This design comes from an exercise in tuning for small area, a short achievable clock period and few clock cycles per item on the open sky130 flow, not from production work.
No functional check of the RTL was part of any run shown here.
Power figures rest on the tool's default switching activity, not on a simulated workload.

==> flow/design.v (outline; a module is shown in full before it is edited, if it fits) <==
// module butterfly_pipe_unit: 1749 lines
module butterfly_pipe_unit #(
    parameter int unsigned WIDTH         = 16,
    parameter int unsigned FRACTION_BITS = 14,
    parameter int unsigned TAG_WIDTH     = 5
) (
    input  logic                 CLK,
    input  logic                 RST,
    input  logic                 in_valid,
    output logic                 in_ready,
    input  logic [WIDTH-1:0]     in_1_real,
    input  logic [WIDTH-1:0]     in_1_imag,
    input  logic [WIDTH-1:0]     in_2_real,
    input  logic [WIDTH-1:0]     in_2_imag,
    input  logic [WIDTH-1:0]     twiddle_real,
    input  logic [WIDTH-1:0]     twiddle_imag,
    input  logic [TAG_WIDTH-1:0] in_tag,
    input  logic                 mode_inverse,
    input  logic                 scale_half,
    output logic                 out_valid,
    input  logic                 out_ready,
    output logic [WIDTH-1:0]     even_real,
    output logic [WIDTH-1:0]     even_imag,
    output logic [WIDTH-1:0]     odd_real,
    output logic [WIDTH-1:0]     odd_imag,
    output logic [TAG_WIDTH-1:0] out_tag,
    output logic                 ovf_flag,
    input  logic                 ovf_clear
);
  // ...
==> flow/flow/run.sh <==
#!/bin/bash
set -e
bash standard.sh SETUP_SLACK_MARGIN=${FLOW_MARGIN:-6.5} \
  "BUFFER_PORTS_ARGS=-buffer_cell sky130_fd_sc_hd__buf_2" finish > standard.log 2>&1
==> flow/standard.sh <==
#!/bin/bash
# synth_recipe.tcl (not shown) runs the flow's synth.tcl, then flattens the netlist and writes it again
# the make line also repeats each setting of config.mk as NAME=value (left out here)
make -C /OpenROAD-flow-scripts/flow DESIGN_CONFIG=/design/flow/config.mk WORK_HOME=/design/flow/orfs CLKGATE_MAP_FILE= SYNTH_SCRIPT=/design/flow/synth_recipe.tcl "${@:-finish}"
==> flow/config.mk <==
export PLATFORM = sky130hd
export DESIGN_NAME = butterfly_pipe_unit
export DESIGN_NICKNAME = butterfly_pipe_unit
export VERILOG_FILES = /design/flow/design.v
export SDC_FILE = /design/flow/constraint.sdc
export NUM_CORES = 4
export LEC_CHECK = 0
export ABC_CLOCK_PERIOD_IN_PS = 3000
export CAP_MARGIN = 20
export CORE_MARGIN = 2
export CORE_UTILIZATION = 40
export SETUP_SLACK_MARGIN = 5
export SLEW_MARGIN = 20
==> flow/constraint.sdc <==
create_clock -name core_clock -period 10.0 [get_ports {CLK}]
set_input_delay 2.0000 -clock core_clock [delete_from_list [all_inputs] [get_ports {CLK}]]
set_output_delay 2.0000 -clock core_clock [all_outputs]
set_load 0.01 [all_outputs]
==> out/qor.log, run 1 <==
qor: cells_and_area.n_multi_input_combinational_cell 2686
qor: synth.seq_area_frac_synth 37.3%
qor: status.outcome complete, no violations
qor: critical_path.ff_to_ff_end out_q[7]$_DFFE_PN_
qor: cells_and_area.layout.sequential_cells 604
qor: synth.number_of_instances_in_the_synthesized_netlist 4124
qor: die.initial_core_util 40.4%
qor: pwr.powerComb 0.0147 W
qor: timing.tns 0 ns
qor: hold_path.min-delay-path-class reg2reg
qor: detailed_routing.viasPerCell 5.58
qor: detailed_routing.highest_layer met4
qor: synth.ys.flop_type sky130_fd_sc_hd__edfxtp_1
qor: cells_and_area.multi_input_area 28200 µm²
qor: cells_and_area.clock_cell_area_share 4.22%
qor: synth.yosys-mux-area-fraction 2.06%
qor: detailed_routing.drt_pre_antenna_iters 6
qor: cts.tritoncts.num_buffers 70
qor: global_routing.grt_use_met1 31.2%
qor: pwr.ir_worst_vdd 0.313 mV
qor: pwr.switching_share 43.2%
qor: cells_and_area.non_clock_buffer_count 338
qor: cells_and_area.layout.non_clock_inverters 528
qor: timing.final_max_slew_viol_count 0
qor: cells_and_area.share_of_layout_cells_above_drive_strength_1 16.1%
qor: global_routing.number_of_global_route_vias_before_repair 34200
qor: critical_path.arrival 4.05 ns
qor: detailed_routing.wl_met2 62200 µm
qor: critical_path.timing.critical_path.cells inv_2, ha_4, inv_2, fa_2, a21o_1, a221oi_4, o211ai_1, a41oi_2, o21ai_2, xnor2_2, xor2_1, a221oi_4, buf_4, mux2i_1, mux2_2
qor: critical_path.crit_required 10.43 ns
qor: critical_path.path_delay_family compound AO/OA/AOI/OAI gates
qor: synth.post_synth_num_cell_types 76
qor: timing.post-route-min-period 3.62 ns
qor: cts.cts_tree built
qor: pwr.net-switching-power 0.00977 W
==> inputs of run 2 (changes only) <==
--- a/flow/config.mk
+++ b/flow/config.mk
@@ -7,2 +7,3 @@
 export LEC_CHECK = 0
+export ABC_AREA = 1
 export ABC_CLOCK_PERIOD_IN_PS = 3000
==> run 2 against run 1 <==
Compared with the run above: hold slack gained 0.0032 ns; power shrank 9.7%; first-iteration DRC count grew 32%; fmax grew 2.1%; critical endpoint is now cs2r_q[50]$_DFFE_PP_; largest cell class unchanged; highest routed layer is now met5.
==> out/qor.log, run 2 <==
qor: status.outcome complete, no violations
qor: cells_and_area.finalNonFillerCells 6514
qor: place.port_buffers 179
qor: detailed_routing.vias 36900
qor: cells_and_area.layout_common_cells sky130_fd_sc_hd__inv_1 (679), sky130_fd_sc_hd__edfxtp_1 (597), sky130_fd_sc_hd__nand2_1 (592), sky130_fd_sc_hd__xor2_1 (582), sky130_fd_sc_hd__fa_1 (492)
qor: global_routing.grt_antenna_before_repair 6
qor: global_routing.gr-usage-met3 8.03%
qor: synth.syn-cell-area 48600 µm²
qor: critical_path.worst-setup-path-type reg2reg
qor: die.core_region_area 120000 µm²
qor: cells_and_area.share_of_layout_cells_above_drive_strength_1 15.8% [-0.33 points]
qor: critical_path.timing.critical_path.cells clkinvlp_4, buf_8, o22ai_4, xor2_2, fa_1, inv_2, fa_2, inv_2, fa_1, inv_1, fa_1
qor: timing.post-route-min-period 3.55 ns [-0.0739 ns]
qor: timing.final-hold-violation-count 0
qor: timing.maximum_achievable_frequency 282 MHz
qor: global_routing.number_of_global_route_vias_before_repair 36500 [+6.7%]
qor: critical_path.arrival 3.94 ns [-0.11 ns]
qor: timing.setup_violations 0
qor: synth.post_synth.cell_area_avg 10.5 µm²
qor: global_routing.gr-usage-all-layers 25.2%
qor: detailed_routing.viasPerCell 5.66 [+1.5%]
qor: synth.netlist_top_cells_area sky130_fd_sc_hd__edfxtp_1 (37%), sky130_fd_sc_hd__fa_1 (22%), sky130_fd_sc_hd__xor2_1 (11%)
qor: critical_path.reg2reg_slack 6.45 ns
qor: global_routing.grt_start_max_net_pins 150
qor: global_routing.grtUsageMet2 36.9%
qor: place.dpl.hpwl 103000 µm
qor: critical_path.slowest_delay 0.63 ns
qor: detailed_routing.drt_pre_antenna_iters 9 [+3]
qor: cts.tritoncts.num_buffers 72 [+2.9%]
qor: die.row_count 127
qor: hold_path.min-delay-path-class reg2reg
qor: cts.cts_buffer_depth 3
qor: synth.synth_most_common_cell sky130_fd_sc_hd__inv_1
qor: synth.top_area_cell_type_share_of_the_netlist_area 36.9%
qor: timing.tns 0 ns [unchanged]
qor: hold_path.worstHoldStart tag2_q[0]$_DFFE_PP_
qor: synth.synth_seq_cells 604
qor: critical_path.rr_startpoint dr1_one_q[1]$_DFFE_PP_
qor: pwr.power-per-cell-area 358 nW/µm²
qor: synth.synth_warnings 1
qor: timing.timing.slew.headroom 38.3%
qor: cts.cts_max_level 3
qor: cts.clock_latency 0.67 ns
qor: die.fp.dieW 353 µm
qor: critical_path.rr_worst_depth 11
qor: critical_path.crit_required 10.39 ns [-0.04 ns]
qor: detailed_routing.routed_wire_length_per_instance 25.6 µm
qor: critical_path.critical_path.startpoint_type flop
qor: detailed_routing.drt_initial_violations 4753
qor: critical_path.timing.critical_path.to_type flop
qor: critical_path.critPathMaxFanout 8
qor: global_routing.grt_pass1_wl 234000 µm
qor: synth.synth_edf_count 597
qor: die.area_of_the_die 124000 µm²
qor: die.ioPinCount 180
qor: cts.cts_tree built
qor: cells_and_area.layout.cells.most_common sky130_fd_sc_hd__inv_1
qor: timing.fin_worst_skew 0.0275 ns
qor: cts.cts_hold_buffers 0
qor: pwr.ir_worst_vdd 0.213 mV [-32%]
qor: hold_path.timing.hold.worst_path_depth 0
qor: pwr.leakage 25.2 nW
qor: critical_path.critPathMostFrequentCell sky130_fd_sc_hd__fa_1
qor: detailed_routing.drt.antenna.violating_nets 0
qor: place.final_weighted_congestion_in_routability_driven_placement 0.919
qor: place.placed_cells 6215
qor: synth.ys.flop_type sky130_fd_sc_hd__edfxtp_1
qor: pwr.p_total 0.0204 W
qor: detailed_routing.drt-total-wl 167000 µm
qor: synth.post_synth_num_cell_types 53 [-30%]
qor: timing.tightestPinTransition 0.926 ns
qor: critical_path.ff_to_ff_end cs2r_q[50]$_DFFE_PP_
qor: synth.fraction_of_registers_with_async_set_or_reset_after_synthesis 0%
qor: global_routing.globalRoute.busiestLayer met2
qor: run.timing.max_cap.violations 0
qor: critical_path.worst_path_max_delay_cell sky130_fd_sc_hd__fa_2
qor: cells_and_area.num-nets-final 5650
qor: timing.final_max_slew_viol_count 0 [unchanged]
qor: timing.period_utilisation_layout 35.5%
qor: detailed_routing.detail_route.drc_violations 0
qor: synth.seq_area_frac_synth 37.2% [-0.13 points]
qor: synth.synth_commonest_cells sky130_fd_sc_hd__inv_1 (729), sky130_fd_sc_hd__xor2_1 (600), sky130_fd_sc_hd__edfxtp_1 (597)
qor: die.initial_core_util 40.4% [about the same]
qor: global_routing.grt_use_met1 33.1% [+2.0 points]
qor: synth.postSynthNetCount 5418
qor: hold_path.hold-path-endpoint tag3_q[0]$_DFFE_PP_
qor: cells_and_area.layout_top_registers cs2i_q (91), cs2r_q (91), skid_q (70)
qor: cts.number_of_clock_sinks 604
qor: timing.grt_setup_unrepaired yes
qor: global_routing.grt_overflow_total 0
qor: cells_and_area.area.growth.synth_to_final 17.4%
qor: synth.number_of_instances_in_the_synthesized_netlist 4616 [+12%]
qor: cts.ctsRootBufferMaster sky130_fd_sc_hd__clkbuf_16
qor: synth.cell_type_with_the_largest_total_area_after_synthesis sky130_fd_sc_hd__edfxtp_1
qor: die.die_h 353 µm
qor: cts.clk_slew_on_worst_s_h_paths 0.06 ns
==> run 2: worst max path at each step <==
stage,from,end,slack [ns],cells past startpoint
3_5_place_dp,b1i_q[15]$_DFFE_PP_,cs2r_q[46]$_DFFE_PP_,5.46,10
2_1_floorplan,en_q$_SDFF_PN1_,skid_q[0]$_DFFE_PP_,2.68,2
6_report,dr1_one_q[1]$_DFFE_PP_,cs2r_q[50]$_DFFE_PP_,6.45,11
3_3_place_gp,b1i_q[15]$_DFFE_PP_,cs2r_q[46]$_DFFE_PP_,5.55,10
5_1_grt,b1i_q[10]$_DFFE_PP_,cs2i_q[38]$_DFFE_PP_,6.36,10
4_1_cts,di1_neg_q[7]$_DFFE_PP_,cs2r_q[46]$_DFFE_PP_,6.45,8
==> run 2: cells by family after synthesis <==
logic type      Yosys count  synth area share (%)
flops                   604                  37.2
compound gates          748                  9.39
fa+ha+maj               694                  26.0
xor+xnor                639                  11.5
buf+inv                1031                  8.08
simple gates            885                  7.53
mux                      15                 0.345
==> run 2: timing repair <==
action | in CTS | in global routing
gates cloned | 15 | 22
setup endpoints to repair | 155 | 57
pin swaps | 3 | 52
gates resized for setup | 241 | 181
setup buffers | 62 | 72
==> run 2: where the power goes <==
part	switching (W)	internal [W]
Combinational	0.00795	0.00477
Sequential	0.000416	0.00475
Clock	0.00110	0.00143
==> run 2: area by class of cell <==
| cell class | instances | area, µm² |
|---|---|---|
| Fill cell | 10900 | 63200 |
| Multi-Input combinational cell | 2981 | 27100 |
| Sequential cell | 604 | 18100 |
| Timing Repair Buffer | 436 | 4540 |
| Inverter | 750 | 3020 |
| Tap cell | 1612 | 2020 |
| Clock buffer | 84 | 1870 |
| Clock inverter | 43 | 373 |
| Timing Repair inverter | 3 | 25.0 |
| Antenna cell | 1 | 2.50 |
==> run 2: worst max-delay path: cells and delay by family (launching register included) <==
family                   cells  cell delay [ns]
adder cells (fa/ha/maj)      4             1.97
buffers and inverters        5             0.63
AO/OA/AOI/OAI                1             0.16
flip-flops                   1             0.42
XOR/XNOR                     1             0.10
==> run 2: layer usage <==
layer | routed length [µm] | share of wire, %
met5 | 272 | 0.16
met4 | 12800 | 7.7
met3 | 21500 | 13
met2 | 67900 | 41
met1 | 64200 | 39
==> run 2: through the flow <==
stage	area, µm²	setup WS (ns)	utilization (%)	hold slack, ns
after detailed placement	51100	5.46	42.5	0.407
after global placement	51100	5.55	42.5	0.400
after global routing	57000	6.36	47.4	0.425
after floorplan	48700	2.68	-	0.400
after CTS	55200	6.45	45.9	0.422
final	57000	6.45	47.4	0.422
==> inputs of run 3 (changes only) <==
--- a/flow/config.mk
+++ b/flow/config.mk
@@ -7,3 +7,2 @@
 export LEC_CHECK = 0
-export ABC_AREA = 1
 export ABC_CLOCK_PERIOD_IN_PS = 3000
@@ -12,2 +11,4 @@
 export CORE_UTILIZATION = 40
+export CTS_CLUSTER_DIAMETER = 80
+export CTS_CLUSTER_SIZE = 30
 export SETUP_SLACK_MARGIN = 5
==> run 3 against run 2 <==
Compared with the run above: hold slack better by 0.013 ns; clock-buffer cell count decreased by 41; synthesized area shrank 0.34%; combinational power up 17%; global-route usage fell by 3.0 points; synthesized cell count is 11% lower; register-to-register slack got worse by 0.10 ns; first-iteration DRC count shrank 21%; fmax fell by 2.8%; via count down 10%; power up 7.8%; clock skew up 0.034 ns.
==> out/qor.log, run 3 <==
qor: run.timing.max_cap.violations 0 [unchanged]
qor: critical_path.critical_path_cell_count 15 [+4]
qor: cts.cts_max_level 2 [-1]
qor: cells_and_area.num-nets-final 5038 [-11%]
qor: critical_path.path_delay_family compound AO/OA/AOI/OAI gates
qor: synth.ys.flop_type sky130_fd_sc_hd__edfxtp_1
qor: synth.syn-cell-area 48400 µm² [-0.34%]
qor: timing.final-hold-violation-count 0 [unchanged]
qor: timing.tns 0 ns [unchanged]
qor: synth.post_synth.cell_area_avg 11.7 µm² [+12%]
qor: critical_path.ff_to_ff_end out_q[8]$_DFFE_PN_
qor: place.dpl_worst_slack 5.36 ns [-0.0946 ns]
qor: synth.synth_most_common_cell sky130_fd_sc_hd__edfxtp_1
qor: place.port_buffers 179 [unchanged]
qor: hold_path.min-delay-path-class reg2reg
qor: synth.fraction_of_registers_with_async_set_or_reset_after_synthesis 0% [unchanged]
qor: critical_path.arrival 4.09 ns [+0.15 ns]
qor: timing.grt_setup_unrepaired yes
qor: critical_path.worst-setup-path-type reg2reg
qor: detailed_routing.routed_wire_length_per_instance 24.5 µm [-4.3%]
qor: critical_path.critical_path.startpoint_type flop
qor: critical_path.timing.critical_path.cells inv_2, ha_4, inv_2, fa_2, a21o_1, a221oi_4, o211ai_1, a41oi_2, o21ai_2, xnor2_2, xor2_1, a221oi_4, clkbuf_16, a21oi_2, mux2_2
qor: synth.netlist_top_cells_area sky130_fd_sc_hd__edfxtp_1 (37%), sky130_fd_sc_hd__fa_1 (22%), sky130_fd_sc_hd__xnor2_1 (9.8%)
qor: global_routing.gr-usage-all-layers 22.2% [-3.0 points]
qor: status.outcome complete, no violations
qor: critical_path.slowest_delay 0.41 ns [-0.22 ns]
qor: critical_path.worstSetupEndpoint out_q[8]$_DFFE_PN_
qor: detailed_routing.detail_route.drc_violations 0 [unchanged]
qor: die.fp.dieW 352 µm [-0.17%]
qor: die.die_h 352 µm [-0.17%]
qor: cts.ctsRootBufferMaster sky130_fd_sc_hd__clkbuf_16
qor: synth.cell_type_with_the_largest_total_area_after_synthesis sky130_fd_sc_hd__edfxtp_1
qor: timing.setup_violations 0 [unchanged]
qor: synth.postSynthNetCount 4926 [-9.1%]
qor: global_routing.grt_start_max_net_pins 181 [+21%]
qor: pwr.ir_worst_vdd 0.317 mV [+49%]
qor: critical_path.critPathMaxFanout 7 [-1]
qor: global_routing.number_of_global_route_vias_before_repair 33800 [-7.4%]
qor: critical_path.first_element_of_the_critical_path p3i_s_q[0]$_DFFE_PP_
qor: critical_path.timing.critical_path.to_type flop
qor: synth.synth_commonest_cells sky130_fd_sc_hd__edfxtp_1 (597), sky130_fd_sc_hd__xnor2_1 (544), sky130_fd_sc_hd__fa_1 (524)
qor: critical_path.rr_worst_depth 15 [+4]
qor: cts.clock_latency 0.67 ns [about the same]
qor: cells_and_area.share_of_layout_cells_above_drive_strength_1 17.4% [+1.6 points]
qor: timing.maximum_achievable_frequency 274 MHz [-2.8%]
qor: cells_and_area.layout_common_cells sky130_fd_sc_hd__edfxtp_1 (597), sky130_fd_sc_hd__xnor2_1 (531), sky130_fd_sc_hd__inv_1 (509), sky130_fd_sc_hd__fa_1 (508), sky130_fd_sc_hd__a22oi_1 (440)
qor: critical_path.worst_path_max_delay_cell sky130_fd_sc_hd__edfxtp_1
qor: timing.timing.slew.headroom 36.8% [-1.4 points]
qor: die.area_of_the_die 124000 µm² [-0.34%]
qor: cts.cts_tree built
qor: global_routing.grt_antenna_before_repair 1 [-5]
qor: place.dpl.hpwl 89000 µm [-13%]
qor: cts.cts_buffer_depth 3 [unchanged]
qor: cells_and_area.layout.cells.most_common sky130_fd_sc_hd__edfxtp_1
qor: timing.period_utilisation_layout 36.5% [+1.0 points]
qor: place.final_weighted_congestion_in_routability_driven_placement 0.865 [-5.9%]
qor: cells_and_area.area.growth.synth_to_final 14.6%
qor: critical_path.reg2reg_slack 6.35 ns [-0.10 ns]
qor: synth.synth_warnings 1 [unchanged]
qor: cts.number_of_clock_sinks 604 [unchanged]
qor: die.initial_core_util 40.4% [about the same]
qor: detailed_routing.vias 33100 [-10%]
qor: cts.clk_slew_on_worst_s_h_paths 0.12 ns [+0.06 ns]
qor: critical_path.rr_startpoint p3i_s_q[0]$_DFFE_PP_
qor: global_routing.grt_pass1_wl 211000 µm [-9.9%]
qor: detailed_routing.viasPerCell 5.63 [-0.50%]
qor: timing.fin_worst_skew 0.0612 ns [+0.0337 ns]
qor: detailed_routing.drt.antenna.violating_nets 0 [unchanged]
qor: detailed_routing.drt_initial_violations 3733 [-21%]
qor: synth.top_area_cell_type_share_of_the_netlist_area 37.0% [+0.13 points]
qor: hold_path.timing.hold.worst_path_depth 0 [unchanged]
qor: timing.final_max_slew_viol_count 0 [unchanged]
qor: die.core_region_area 120000 µm² [-0.26%]
qor: synth.synth_seq_cells 604 [unchanged]
qor: timing.tightestPinTransition 0.948 ns [+0.0215 ns]
qor: synth.number_of_instances_in_the_synthesized_netlist 4124 [-11%]
qor: die.row_count 127 [unchanged]
qor: critical_path.critical_path.n_buffers_inverters 3 [-2]
qor: synth.post_synth_num_cell_types 76 [+43%]
qor: timing.post-route-min-period 3.65 ns [+0.103 ns]
qor: timing.post-route-worst-setup-slack 6.35 ns [-0.103 ns]
qor: global_routing.grt_overflow_total 0 [unchanged]
qor: cts.tritoncts.num_buffers 39 [-46%]
qor: synth.synth_edf_count 597 [unchanged]
qor: detailed_routing.drt-total-wl 144000 µm [-14%]
qor: cells_and_area.layout_top_registers cs2i_q (91), cs2r_q (91), skid_q (70)
qor: die.ioPinCount 180 [unchanged]
qor: critical_path.crit_required 10.44 ns [+0.05 ns]
qor: cts.cts_hold_buffers 0 [unchanged]
qor: detailed_routing.drt_pre_antenna_iters 6 [-3]
qor: pwr.leakage 21.9 nW [-13%]
qor: pwr.power-per-cell-area 396 nW/µm² [+11%]
qor: synth.seq_area_frac_synth 37.3% [+0.13 points]
[run 3: cell count changes after synthesis, sizes merged, moves of 221 or more]
cell   change
xor2     -487
nand2    -464
inv      -221
o22ai    -478
xnor2    +505
a22oi    +482
[run 3: cell families after synthesis]
logic type,share of synthesized area [%]
DFF,37.3
xor gates and xnor gates,11.9
buffers and inverters,6.54
adders and majority gates,26.1
AOI/OAI and AO/OA,12.3
muxes,2.06
and+or+nand+nor,3.86
[run 3: how the worst min path moves through the flow]
stage                              startpoint                   to
after floorplan             half2_q$_DFFE_PP_    half3_q$_DFFE_PP_
after global placement    tag2_q[3]$_DFFE_PP_  tag3_q[3]$_DFFE_PP_
after detailed placement  tag1_q[3]$_DFFE_PP_  tag2_q[3]$_DFFE_PP_
after CTS                 tag2_q[3]$_DFFE_PP_  tag3_q[3]$_DFFE_PP_
after global routing      tag2_q[3]$_DFFE_PP_  tag3_q[3]$_DFFE_PP_
final                     tag2_q[3]$_DFFE_PP_  tag3_q[3]$_DFFE_PP_
[run 3: layout make-up]
| class | instances | area (µm²) |
|---|---|---|
| well taps | 1612 | 2020 |
| clock inverters | 28 | 444 |
| fillers | 10800 | 64500 |
| diodes | 2 | 5.00 |
| clock buffers | 43 | 1010 |
| multi-input cells | 2686 | 28400 |
| inverters | 528 | 2070 |
| flip-flops and latches | 604 | 18100 |
| repair buffers | 377 | 3480 |
[run 3: power by group]
group	leakage (nW)	internal (W)	total (W)	switching, W
Clock	0.695	0.000827	0.00188	0.00105
Sequential	6.30	0.00489	0.00531	0.000419
Combinational	14.9	0.00653	0.0148	0.00828
[run 3: through the flow]
stage	total power [W]	hold WS (ns)	instance area [µm²]	utilization, %	cells
finish	0.0220	0.435	55500	46.3	5880
global route	0.0240	0.439	55500	46.3	5878
CTS	0.0210	0.434	53600	44.7	5817
detailed placement	0.0181	0.406	50900	42.4	5700
global placement	0.0179	0.402	50900	42.4	5700
floorplan	0.0144	0.400	48500	-	4124
[run 3: timing repair]
item | CTS | global route
setup buffers | 43 | 48
gates resized for setup | 187 | 288
endpoints found under the setup margin | 252 | 134
cloned | 3 | 13
endpoints found under the hold margin | 0 | 0
pin swaps | 28 | 45
[run 3: layer usage]
| metal | routed length (µm) | vias to the layer above | global-route usage, % |
|---|---|---|---|
| met2 | 62400 | 1950 | 33.6 |
| met5 | 0 | - | 0 |
| met3 | 15800 | 416 | 5.03 |
| li1 | - | 14300 | - |
| met4 | 6280 | 0 | 8.56 |
| met1 | 59500 | 16500 | 31.1 |

-- static timing again, ports no longer ideal --
No port has a modelled driver above. Below, the same layouts with a new extraction and two added sets of constraints.
Step 1: set_driving_cell puts a clkbuf_16 on CLK and a buf_2 on each other input, an assumption about the parent block.
Step 2 moves the port delays by t, midway between the first and last clock arrival at a register: inputs arrive t later, outputs are due t later. That takes back most of the time a late clock gives input paths.
Slacks: ideal ports / drivers / drivers and shift; pairs: ideal ports / drivers.
run	shift t [ns]	setup slack, ns	worst hold slack (ns)	worst register clock-pin slew, ns	worst data-port slew with drivers (ns)
run 1	0.730	6.380 / 6.380 / 6.380	0.418 / 0.418 / 0.418	0.07 / 0.07	0.06
run 2	0.728	6.454 / 6.454 / 5.971	0.422 / 0.422 / 0.422	0.07 / 0.07	0.09
run 3	0.720	6.351 / 6.351 / 6.351	0.435 / 0.435 / 0.435	0.12 / 0.12	0.06
After both steps setup and hold are still met in every run listed. For run 2, which loses most, drivers alone change the setup slack by 0.000 ns; drivers and shift together by -0.483 ns.
